This is an optimization exercise on Yosys and OpenROAD, whose aim is small area, not a production implementation.
The RTL was checked by simulation tests, not by an equivalence proof against the original design.
Power figures rest on the tool's default switching activity, not on a simulated workload.

<file path="flow/design.v">
module adc_capture #(
    parameter int DATA_W   = 12,
    parameter int DIV      = 4,
    parameter int PIPE_LAT = 3,
    parameter int DEPTH    = 256,
    parameter int PRETRIG  = 16
) (
    input  logic              clk,
    input  logic              rst_n,
    output logic              AD_CLK_A,
    input  logic [DATA_W-1:0] AD_DATA_A,
    input  logic              AD_OTR_A,
    input  logic              start,
    input  logic              trig_en,
    input  logic [DATA_W-1:0] trig_level,
    output logic [DATA_W-1:0] rd_data,
    output logic              rd_valid,
    input  logic              rd_ready,
    output logic              rd_last,
    output logic              busy,
    output logic              done,
    output logic              ovr_flag,
    output logic [2:0]        dbg_state
);
    localparam int AW  = $clog2(DEPTH);
    localparam int CW  = AW + 1;
    localparam int DCW = (DIV > 2) ? $clog2(DIV) : 1;
    localparam int PW  = $clog2(PIPE_LAT + 2);
    localparam logic [DCW-1:0] DIV_LAST  = DCW'(DIV - 1);
    localparam logic [DCW-1:0] DIV_HALF  = DCW'(DIV / 2);
    localparam logic [DCW-1:0] STB_CNT   = DCW'(DIV / 2 - 1);
    localparam logic [PW-1:0]  WARM_LAST = PW'(PIPE_LAT - 1);
    localparam logic [CW-1:0]  REM_FULL  = CW'(DEPTH - 1);
    localparam logic [CW-1:0]  REM_POST  = CW'(DEPTH - PRETRIG - 1);
    localparam logic [AW-1:0]  PRE_OFS   = AW'(PRETRIG);
    localparam logic [AW-1:0]  LAST_IDX  = AW'(DEPTH - 1);
    localparam bit PRETRIG_ON = 1'b0;
    typedef enum logic [2:0] {
        S_IDLE    = 3'd0,
        S_WARMUP  = 3'd1,
        S_ARM     = 3'd2,
        S_CAPTURE = 3'd3,
        S_READOUT = 3'd4
    } state_t;
    state_t              state_q;
    logic [DCW-1:0]      div_cnt_q, div_cnt_d;
    logic                ad_clk_q;
    logic [DATA_W-1:0]   samp_q, prev_q;
    logic                otr_q, samp_vld_q, prev_vld_q;
    logic [PW-1:0]       warm_cnt_q;
    logic [CW-1:0]       cap_rem_q, rem_init;
    logic [AW-1:0]       wr_ptr_q, rd_ptr_q, out_cnt_q, out_idx_d, base_addr, rd_addr;
    logic [DATA_W-1:0]   rd_data_q;
    logic                rd_valid_q, rd_last_q, done_q, ovr_q;
    logic                sample_stb, crossing, pre_ok, ring_we, arm_smp, cap_smp;
    logic                fire, use_pre, mem_we, enter_ro, accept, ld;
    logic [DATA_W-1:0]   mem_q [DEPTH];
    always_comb begin
        div_cnt_d  = (div_cnt_q == DIV_LAST) ? '0 : div_cnt_q + 1'b1;
        sample_stb = (div_cnt_q == STB_CNT);
        crossing   = prev_vld_q && (prev_q < trig_level) && (samp_q >= trig_level);
        arm_smp    = (state_q == S_ARM) && samp_vld_q;
        cap_smp    = (state_q == S_CAPTURE) && samp_vld_q;
        pre_ok     = 1'b1;
        ring_we    = 1'b0;
        fire       = arm_smp && (!trig_en || (crossing && pre_ok));
        use_pre    = PRETRIG_ON && trig_en;
        rem_init   = use_pre ? REM_POST : REM_FULL;
        base_addr  = use_pre ? wr_ptr_q - PRE_OFS : wr_ptr_q;
        mem_we     = fire || cap_smp || ring_we;
        enter_ro   = (fire && (rem_init == '0)) || (cap_smp && (cap_rem_q == CW'(1)));
        accept     = (state_q == S_READOUT) && rd_valid_q && rd_ready;
        ld         = enter_ro || (accept && !rd_last_q);
        out_idx_d  = enter_ro ? '0 : out_cnt_q + 1'b1;
        case (state_q)
            S_ARM:     rd_addr = base_addr;
            S_READOUT: rd_addr = rd_ptr_q + 1'b1;
            default:   rd_addr = rd_ptr_q;
        endcase
    end
    always_ff @(posedge clk) begin
        if (!rst_n) begin
            div_cnt_q  <= '0;
            ad_clk_q   <= 1'b0;
            samp_q     <= '0;
            otr_q      <= 1'b0;
            samp_vld_q <= 1'b0;
        end else begin
            div_cnt_q  <= div_cnt_d;
            ad_clk_q   <= (div_cnt_d >= DIV_HALF);
            samp_vld_q <= sample_stb;
            if (sample_stb) begin
                samp_q <= AD_DATA_A;
                otr_q  <= AD_OTR_A;
            end
        end
    end
    always_ff @(posedge clk) begin
        if (mem_we) mem_q[wr_ptr_q] <= samp_q;
    end
    always_ff @(posedge clk) begin
        if (!rst_n)  rd_data_q <= '0;
        else if (ld) rd_data_q <= mem_q[rd_addr];
    end
    always_ff @(posedge clk) begin
        if (!rst_n) begin
            state_q    <= S_IDLE;
            prev_q     <= '0;
            prev_vld_q <= 1'b0;
            warm_cnt_q <= '0;
            cap_rem_q  <= '0;
            wr_ptr_q   <= '0;
            rd_ptr_q   <= '0;
            out_cnt_q  <= '0;
            rd_valid_q <= 1'b0;
            rd_last_q  <= 1'b0;
            done_q     <= 1'b0;
            ovr_q      <= 1'b0;
        end else begin
            done_q <= 1'b0;
            if (mem_we) wr_ptr_q <= wr_ptr_q + 1'b1;
            if (mem_we && otr_q) ovr_q <= 1'b1;
            case (state_q)
                S_IDLE: if (start) begin
                    ovr_q      <= 1'b0;
                    wr_ptr_q   <= '0;
                    prev_vld_q <= 1'b0;
                    warm_cnt_q <= '0;
                    state_q    <= (PIPE_LAT == 0) ? S_ARM : S_WARMUP;
                end
                S_WARMUP: if (samp_vld_q) begin
                    warm_cnt_q <= warm_cnt_q + 1'b1;
                    if (warm_cnt_q == WARM_LAST) state_q <= S_ARM;
                end
                S_ARM: if (samp_vld_q) begin
                    prev_q     <= samp_q;
                    prev_vld_q <= 1'b1;
                    if (fire) begin
                        rd_ptr_q  <= base_addr;
                        cap_rem_q <= rem_init;
                        state_q   <= (rem_init == '0) ? S_READOUT : S_CAPTURE;
                    end
                end
                S_CAPTURE: if (samp_vld_q) begin
                    cap_rem_q <= cap_rem_q - 1'b1;
                    if (cap_rem_q == CW'(1)) state_q <= S_READOUT;
                end
                S_READOUT: if (accept && rd_last_q) begin
                    rd_valid_q <= 1'b0;
                    rd_last_q  <= 1'b0;
                    done_q     <= 1'b1;
                    state_q    <= S_IDLE;
                end
                default: state_q <= S_IDLE;
            endcase
            if (enter_ro) rd_valid_q <= 1'b1;
            if (ld) begin
                rd_ptr_q  <= rd_addr;
                out_cnt_q <= out_idx_d;
                rd_last_q <= (out_idx_d == LAST_IDX);
            end
        end
    end
    assign AD_CLK_A  = ad_clk_q;
    assign rd_data   = rd_data_q;
    assign rd_valid  = rd_valid_q;
    assign rd_last   = rd_last_q;
    assign busy      = (state_q != S_IDLE);
    assign done      = done_q;
    assign ovr_flag  = ovr_q;
    assign dbg_state = state_q;
endmodule
</file>
<file path="flow/run.sh">
#!/bin/bash
# synth_recipe.tcl (not shown) runs the flow's synth.tcl, then flattens the netlist and writes it again
# the make line also repeats each setting of config.mk as NAME=value (left out here)
make -C /OpenROAD-flow-scripts/flow DESIGN_CONFIG=/design/flow/config.mk WORK_HOME=/design/flow/orfs CLKGATE_MAP_FILE= SYNTH_SCRIPT=/design/flow/synth_recipe.tcl finish
</file>
<file path="flow/config.mk">
export PLATFORM = sky130hd
export DESIGN_NAME = adc_capture
export DESIGN_NICKNAME = adc_capture
export VERILOG_FILES = /design/flow/design.v
export SDC_FILE = /design/flow/constraint.sdc
export NUM_CORES = 4
export LEC_CHECK = 0
export CAP_MARGIN = 20
export CORE_MARGIN = 2
export CORE_UTILIZATION = 40
export SLEW_MARGIN = 20
</file>
<file path="flow/constraint.sdc">
create_clock -name core_clock -period 10.0 [get_ports {clk}]
set_input_delay 2.0000 -clock core_clock [delete_from_list [all_inputs] [get_ports {clk}]]
set_output_delay 2.0000 -clock core_clock [all_outputs]
set_load 0.01 [all_outputs]
</file>
==> results.yml <==
status:
  outcome: "complete, no violations"
detailed_routing:
  ant_nets: 0
  drc: 0
  drtPass1Iterations: 7
  wl_um: 451000
  initialDrtViolationCount: 14617
  wire_per_inst_um: 33.4
  via_count: 84939
  viasPerCell: 6.29
sta:
  min_period_over_period_pct: 64.8
  hold_violations: 0
  rsz0062_at_grt: "false"
  worstMarginPinSlew_ns: 1.37
  finClkSkew_ns: 0.0690
  fmax_mhz: 154
  fin_crit_ns: 6.48
  relSlewSlack_pct: 8.40
  tns_ns: 0
  slew_violations: 0
  setup_viol: 0
  fin_hold_ws_ns: 0.470
clock_network:
  numCtsBuffers: 319
  ctsResizeCount: 0
  post-cts-setup-buffer-count: 0
  clockBufferDepth: 4
  h-tree-depth: 5
  cts-root-buf: "clkbuf_16"
  cts_hold_buf: 0
  insertion_delay_ns: 0.92
  cts_sinks: 3156
  cts_tree: "built"
  path_clk_slew_ns: 0.06
critical_path:
  cp_data_required_time_ns: 10.51
  cp_slowest_cell: "nor2_1"
  worst_setup_path_end_kind: "flop"
  arrival_ns: 7.00
  worst-r2r-cell-count: 12
  cp_max_fo: 21
  crit_chain: "clkdlybuf4s50_1, inv_1, ha_1, a21o_1, a21o_1, a21oi_1, o211ai_1, a221oi_2, a21o_1, nand4_1, buf_4, nor2_1"
  reg2reg_from: "state_q[2]"
  worstSetupStartpoint: "trig_level[1]"
  r2r-end: "rd_data_q[6]"
  worstSetupStartpointType: "input pin"
  cp_slowest_stage_delay_ns: 0.88
  path_class: "in -> reg"
  crit_top_cell: "a21o_1"
  regToRegSetupSlack_ns: 3.80
job:
  maxCapViolCount: 0
logic_synthesis:
  synth_edf_count: 3072
  synth_area_um2: 126000
  ys_seq_elements: 3156
  ys_warn_count: 1
  synth_nets: 9188
  synth.distinct_cells: 94
  netlist_instances: 9123
  syn_area_per_cell_um2: 13.8
  yosysSeqAreaShare_pct: 74.4
  synthFlopType: "edfxtp_1"
  ys_async_sr_fraction_pct: 0
grt:
  grt_pass1_wl_um: 626000
  antenna_found_initial: 42
  grt_pass1_vias: 79488
  grt_use_total_pct: 27.3
  grt_max_degree: 133
  overflow: 0
die:
  start_util_pct: 40.2
  core_area_um2: 314000
  die_height_um: 566
  dieArea_um2: 320000
  fp.dieW_um: 566
  rows: 206
  ios: 51
min_path:
  min_to: "div_cnt_q[0]"
  hp-start: "div_cnt_q[0]"
  hold_path.class: "reg -> reg"
  holdPathStages: 1
finish:
  utilization_pct: 45.1
  drive_above_1_share_pct: 8.59
  nets: 9126
  syn2layout_area_growth_pct: 12.2
power_and_ir_drop:
  ir_drop_mv: 0.129
  leakage_nw: 46.2
  power_density_nw_per_um2: 192
placed_design:
  port_buffers: 50
  dp_hpwl_um: 273000
  gp_congestion: 0.973
==> final cells by class <==
| cell class | count | area, um^2 |
|---|---|---|
| multi-input cells | 5259 | 29400 |
| clock buffers | 389 | 8410 |
| well taps | 4160 | 5200 |
| flip-flops and latches | 3156 | 94000 |
| inverters | 32 | 120 |
| fillers | 27611 | 173000 |
| clock inverters | 185 | 1870 |
| repair buffers | 293 | 2690 |
| diodes | 22 | 55.1 |
==> cells in the final DEF, fill, tap and decap left out, types with 24 or more instances in the layout <==
master / netlist / final
edfxtp_1: 3072 / 3072
nor2_1: 318 / 272
ha_1: 35 / 35
nor2_2: 4 / 39
clkbuf_1: 215 / 61
a31oi_1: 212 / 212
clkinv_1: 0 / 75
nand2_1: 1967 / 1962
a311oi_1: 121 / 120
inv_1: 30 / 30
nand3_1: 518 / 516
clkbuf_16: 0 / 326
o2111ai_1: 30 / 30
buf_4: 36 / 212
a32oi_1: 129 / 129
bufinv_16: 0 / 36
clkdlybuf4s50_1: 0 / 49
nor2b_1: 25 / 24
mux2i_1: 233 / 233
o21ai_0: 106 / 103
and3_1: 289 / 289
dfxtp_1: 84 / 72
nand4_1: 121 / 121
buf_12: 0 / 29
nor4_1: 34 / 32
a211oi_1: 245 / 244
clkinv_2: 0 / 48
a221oi_1: 41 / 41
a21oi_1: 344 / 343
a2111oi_0: 77 / 66
a22oi_1: 136 / 136
==> cells in the mapped netlist (121+ instances only) <==
library cell / instances / area [um^2]
a211oi_1: 245 / 1840
a21oi_1: 344 / 1720
a22oi_1: 136 / 1020
a311oi_1: 121 / 1060
a31oi_1: 212 / 1330
a32oi_1: 129 / 1130
and3_1: 289 / 1810
buf_2: 375 / 1880
clkbuf_1: 215 / 807
edfxtp_1: 3072 / 92200
mux2i_1: 233 / 2330
nand2_1: 1967 / 7380
nand3_1: 518 / 2590
nand4_1: 121 / 757
nor2_1: 318 / 1190
==> stage by stage <==
stage | area, um^2 | cells | worst slack [ns] | power, mW
after detailed placement | 131000 | 12896 | 2.75 | 15.5
after floorplan | 126000 | 9123 | 3.42 | 15.2
after global routing | 142000 | 13476 | 3.37 | 27.8
after global placement | 131000 | 12896 | 2.80 | 15.4
after CTS | 142000 | 13470 | 3.68 | 27.2
final | 142000 | 13496 | 3.52 | 27.2
==> report_power, final <==
| part | switching [mW] | internal (mW) | total [mW] |
|---|---|---|---|
| Sequential | 0.0685 | 14.6 | 14.7 |
| Clock | 5.11 | 6.93 | 12.0 |
| Combinational | 0.443 | 0.0591 | 0.502 |
| Total | 5.62 | 21.6 | 27.2 |
==> logic make-up (layout without fill, tap and decap cells) <==
logic type	Yosys count	count (layout)	share of synthesized area (%)
AOI/OAI and AO/OA	1605	1605	8.96
xor gates and xnor gates	16	16	0.111
adders and majority gates	35	35	0.347
buffers and inverters	708	899	2.63
DFF	3156	3156	74.4
muxes	235	235	1.87
other	0	22	0
and+or+nand+nor	3368	3368	11.7
==> flip-flops by register name, summed over array words and instances (netlist names) <==
signal and count:
rd_last_q 1, state_q 3, ovr_q 1, otr_q 1, rd_ptr_q 8, samp_vld_q 1, div_cnt_q 1, prev_vld_q 1
wr_ptr_q 8, warm_cnt_q 3, out_cnt_q 8, samp_q 12, mem_q 3072, rd_data_q 12, done_q 1, ad_clk_q 1
cap_rem_q 9, rd_valid_q 1, prev_q 12
==> worst max-delay path: cells and delay by family <==
kind                     cells  cell delay (ns)
buffers and inverters        3             1.04
AO/OA/AOI/OAI                6             2.12
adder cells (fa/ha/maj)      1             0.29
AND/OR/NAND/NOR              2             1.49
==> per-layer routing <==
layer	up-vias	GRT usage, %	wire length, um
li1	34755	-	-
met5	-	0	141
met1	42630	37.1	167000
met4	20	14.0	25700
met2	6473	40.6	199000
met3	1061	6.71	59800
==> worst max path at each step <==
stage                endpoint  cells past startpoint  slack (ns)
5_1_grt        mem_q[189][10]                     12        3.37
3_3_place_gp    mem_q[205][6]                     12        2.80
3_5_place_dp    mem_q[205][9]                     12        2.75
4_1_cts         mem_q[205][1]                     12        3.68
2_1_floorplan   mem_q[219][0]                     13        3.42
6_report        mem_q[109][0]                     12        3.52

port drivers added, routing unchanged:
The flow's constraints put no driver on any port. The routed layout listed below was extracted and timed again, unchanged, in two steps. Step 1 sets driving cells, clkbuf_16 on the clock port and buf_2 on the other inputs (assumed; they add their load-dependent delay and slew). Step 2 times the ports against the registers' clock, not the clock port: input delays grow and output delays shrink by t, the midpoint of the rising clock arrivals with the driver on. Three values: ideal, step 1, step 2; two values: the first two.
t (ns): 0.994
setup WS [ns]: 3.515 / 3.595 / 2.601
slew at the worst register clock pin (ns): 0.07 / 0.07
pins driven straight from the clock port: 1
After both steps this run still meets setup and hold. The setup slack of this run moves by +0.080 ns with the drivers and by -0.914 ns with both steps.
